What follows belongs to an exercise in optimizing a design on an open flow for small area and a short achievable clock period; a production flow would make more cautious choices.
Only simulation tests tie the RTL to the original design; equivalence was not proved.
Power and IR drop assume default switching activity.

// spi_frame_receiver
module spi_frame_receiver
#(
    parameter int SPRITE_NUM    = 16,
    parameter int SPRITE_ADDR_W = 12,
    parameter int QUEUE_DEPTH   = 32,
    parameter int SYNC_STAGES   = 2
) (
    input  logic                            clock,
    input  logic                            reset_n,
    input  logic                            spi_sck,
    input  logic                            spi_mosi,
    input  logic                            spi_cs_n,
    output logic                            spi_miso,
    output logic [$clog2(SPRITE_NUM)-1:0]   sprite_w_select,
    output logic                            sprite_w_en,
    output logic [SPRITE_ADDR_W-1:0]        sprite_w_addr,
    output logic [7:0]                      sprite_w_data,
    input  logic                            dequeue,
    output logic                            is_empty,
    output logic [7:0]                      sprite_id,
    output logic [15:0]                     sprite_x,
    output logic [15:0]                     sprite_y,
    output logic [7:0]                      sprite_scale,
    output logic [$clog2(QUEUE_DEPTH):0]    queue_level,
    output logic                            overflow
);
For scale: ~3400 cells after synthesis, roughly 88 I/O pins, roughly 47000 µm² of cells after synthesis.
clock: 5.5 ns
lec_check: 0
cap_margin: 20
core_margin: 2
core_utilization: 65
cts_cluster_diameter: 80
cts_cluster_size: 24
place_density: 0.75
setup_slack_margin: 3.2
slew_margin: 20
run.sh (not shown) runs the stock make flow with config.mk's settings and CLKGATE_MAP_FILE= SYNTH_SCRIPT=/design/flow/synth_recipe.tcl, a recipe that flattens the netlist after the stock synthesis.
The baseline finished with timing, DRC and antenna clean.
Rerun with:
- CORE_UTILIZATION: 65 -> 80
- CTS_CLUSTER_DIAMETER: 80 -> 45
- PLACE_DENSITY: 0.75 -> 0.88
Outcome:
- Now the flow stopped in global routing, error GRT-0232
- area after synthesis stays the same
- synthesized cell count is unchanged

* * *

== v3 ==
Starting RTL as in the previous note.
Settings: LEC_CHECK=0, CAP_MARGIN=20, CORE_MARGIN=2, CORE_UTILIZATION=60, CTS_CLUSTER_DIAMETER=80, CTS_CLUSTER_SIZE=24, PLACE_DENSITY=0.7, SETUP_SLACK_MARGIN=3.2, SLEW_MARGIN=20; clock period 5.5 ns.
Edits applied to the flow inputs when going from v3 to v43:
- CTS_CLUSTER_DIAMETER changed from 80 to 45
Results
- Post-route standard cell area excluding fillers ended up about 5% higher on v43 than on v3.
- Between v3 and v43, the relative slew slack is lower for v43.
- v43 vs v3 — number of detailed-routing iterations run before antenna repair dropped 1.
Inputs modified between v43 and v54:
- changing SETUP_SLACK_MARGIN from 3.2 to 3.3
- changing PLACE_DENSITY from 0.7 to 0.8
- changing CTS_CLUSTER_DIAMETER from 45 to 50
- changing CTS_CLUSTER_SIZE from 24 to 30
- changing CORE_UTILIZATION from 60 to 70
--- outcome ---
- Where hold slack is concerned, v43 is outperformed by v54.
- v43 -> v54: number of global-route vias before repair increased by a few percent
- Compared with v43, v54 is the less power-hungry design.
- Cmp v54 vs v43: horizontal extent of the die lower in v54
Inputs modified between v54 and v38:
- CTS_CLUSTER_DIAMETER now 45, was 50
- SETUP_SLACK_MARGIN now 3.2, was 3.3
- CORE_UTILIZATION now 60, was 70
- CTS_CLUSTER_SIZE now 24, was 30
- TNS_END_PERCENT now 20, previously not set
- PLACE_DENSITY now 0.7, was 0.8
[summary]
- Between v54 and v38, the difference in fraction of the yosys area taken by sequential cells is negligible.
- The cell area of v54 and that of v38 are within noise of each other.
- Side by side, routed wire length turned out lower in v38 than in v54.
- Delta (v38 minus v54): setup fix buffers added after clock tree synthesis -25, height of the die +about 8%.

* * *

Starting RTL as in the previous note.
Design spi_frame_receiver, start of the top module:
module spi_frame_receiver
#(
    parameter int SPRITE_NUM    = 16,
    parameter int SPRITE_ADDR_W = 12,
    parameter int QUEUE_DEPTH   = 32,
    parameter int SYNC_STAGES   = 2
) (
    input  logic                            clock,
    input  logic                            reset_n,
    input  logic                            spi_sck,
    input  logic                            spi_mosi,
    input  logic                            spi_cs_n,
    output logic                            spi_miso,
    output logic [$clog2(SPRITE_NUM)-1:0]   sprite_w_select,
    output logic                            sprite_w_en,
    output logic [SPRITE_ADDR_W-1:0]        sprite_w_addr,
    output logic [7:0]                      sprite_w_data,
    input  logic                            dequeue,
    output logic                            is_empty,
    output logic [7:0]                      sprite_id,
    output logic [15:0]                     sprite_x,
    output logic [15:0]                     sprite_y,
    output logic [7:0]                      sprite_scale,
    output logic [$clog2(QUEUE_DEPTH):0]    queue_level,
    output logic                            overflow
);
Settings: LEC_CHECK=0, CAP_MARGIN=20, CORE_MARGIN=2, CORE_UTILIZATION=60, CTS_CLUSTER_DIAMETER=80, CTS_CLUSTER_SIZE=24, PLACE_DENSITY=0.7, SETUP_SLACK_MARGIN=3.35, SLEW_MARGIN=20; clock period 5.5 ns.
The first run completed without violations.
Edit:
- CORE_UTILIZATION: 60 -> 70
- CTS_CLUSTER_DIAMETER: 80 -> 50
- CTS_CLUSTER_SIZE: 24 -> 30
- PLACE_DENSITY: 0.7 -> 0.8
- SETUP_SLACK_MARGIN: 3.35 -> 3.0
Effect: The new run finished with timing, DRC and antenna clean. Setup slack loses 0.13 ns. First-iteration DRC count increases by about 10%. Via count increases by 3.2%. Core utilization increases by 12 points. Clock-buffer cell count decreases by 10. Power increases by about 15%. Cell area increases by about 1.1%. Sequential share of layout area decreases by 0.82 points. Routed wire length decreases by 2.1%. Global-route usage increases by 5.9 points. Area after synthesis is unchanged.
Edit:
- CORE_UTILIZATION: 70 -> 60
- CTS_CLUSTER_DIAMETER: 50 -> 70
- CTS_CLUSTER_SIZE: 30 -> 28
- PLACE_DENSITY: 0.8 -> 0.7
- SETUP_SLACK_MARGIN: 3.0 -> 3.2
The new run completed without violations. Via count is lower by a few percent. Cell count came out higher by a few percent. Sequential share of layout area increases by 2.0 points. Global-route usage decreases by 6.6 points. Clock power falls by a quarter to a third. Register-to-register slack gets better by 0.26 ns. Setup slack gets better by 0.17 ns.
Edit:
- CTS_CLUSTER_DIAMETER: 70 -> 45
- CTS_CLUSTER_SIZE: 28 -> 24
- SETUP_SLACK_MARGIN: 3.2 -> 3.0
Cell area increases by 4.6%.
Total power increases by 20%.
Clock-buffer cell count increases by 40.
Clock power increases by 60%.
Non-clock buffer count increases by 1.
Wire length increases by 3.5%.
Final cell count increases by 2.9%.
Sequential power is about the same.
Worst setup slack degrades by 0.13 ns.
Die area does not change.

-- static timing again, ports no longer ideal --
The results above use ideal ports. As a check the final layouts listed here were re-extracted and re-timed, cells and wires unchanged. Step 1: set_driving_cell puts a clkbuf_16 on clock and a buf_2 on each other input, an assumption about the parent block. Step 2 adds t to the input delays and takes it off the output delays; t is the mean of the earliest and latest rising clock arrival at the registers after step 1. Input paths then give back, and output paths get back, about the clock's delay inside the block. Three values: ideal ports, drivers, drivers and shift; two values: the first two.
run | shift t [ns] | setup WS [ns] | worst hold slack (ns) | cell pins on the clock port's net
the first run of note 1 | 0.720 | 3.111 / 3.044 / 2.683 | 0.337 / 0.337 / 0.337 | 1
v3 | 0.722 | 3.116 / 3.050 / 2.821 | 0.338 / 0.332 / 0.338 | 1
v43 | 0.807 | 3.025 / 2.956 / 2.758 | 0.282 / 0.250 / 0.315 | 1
v54 | 0.772 | 3.019 / 2.951 / 2.368 | 0.321 / 0.321 / 0.321 | 1
v38 | 0.803 | 3.025 / 2.959 / 2.309 | 0.282 / 0.253 / 0.317 | 1
the first run of note 3 | 0.722 | 3.095 / 3.027 / 2.683 | 0.343 / 0.331 / 0.343 | 1
the second run of note 3 | 0.764 | 2.962 / 2.937 / 2.284 | 0.314 / 0.314 / 0.314 | 1
the third run of note 3 | 0.702 | 3.128 / 3.061 / 2.662 | 0.341 / 0.341 / 0.341 | 1
the fourth run of note 3 | 0.801 | 3.001 / 2.967 / 2.300 | 0.320 / 0.320 / 0.320 | 1
After both steps setup and hold are still met in every run listed. For v38, which loses most, drivers alone change the setup slack by -0.066 ns; drivers and shift together by -0.716 ns.
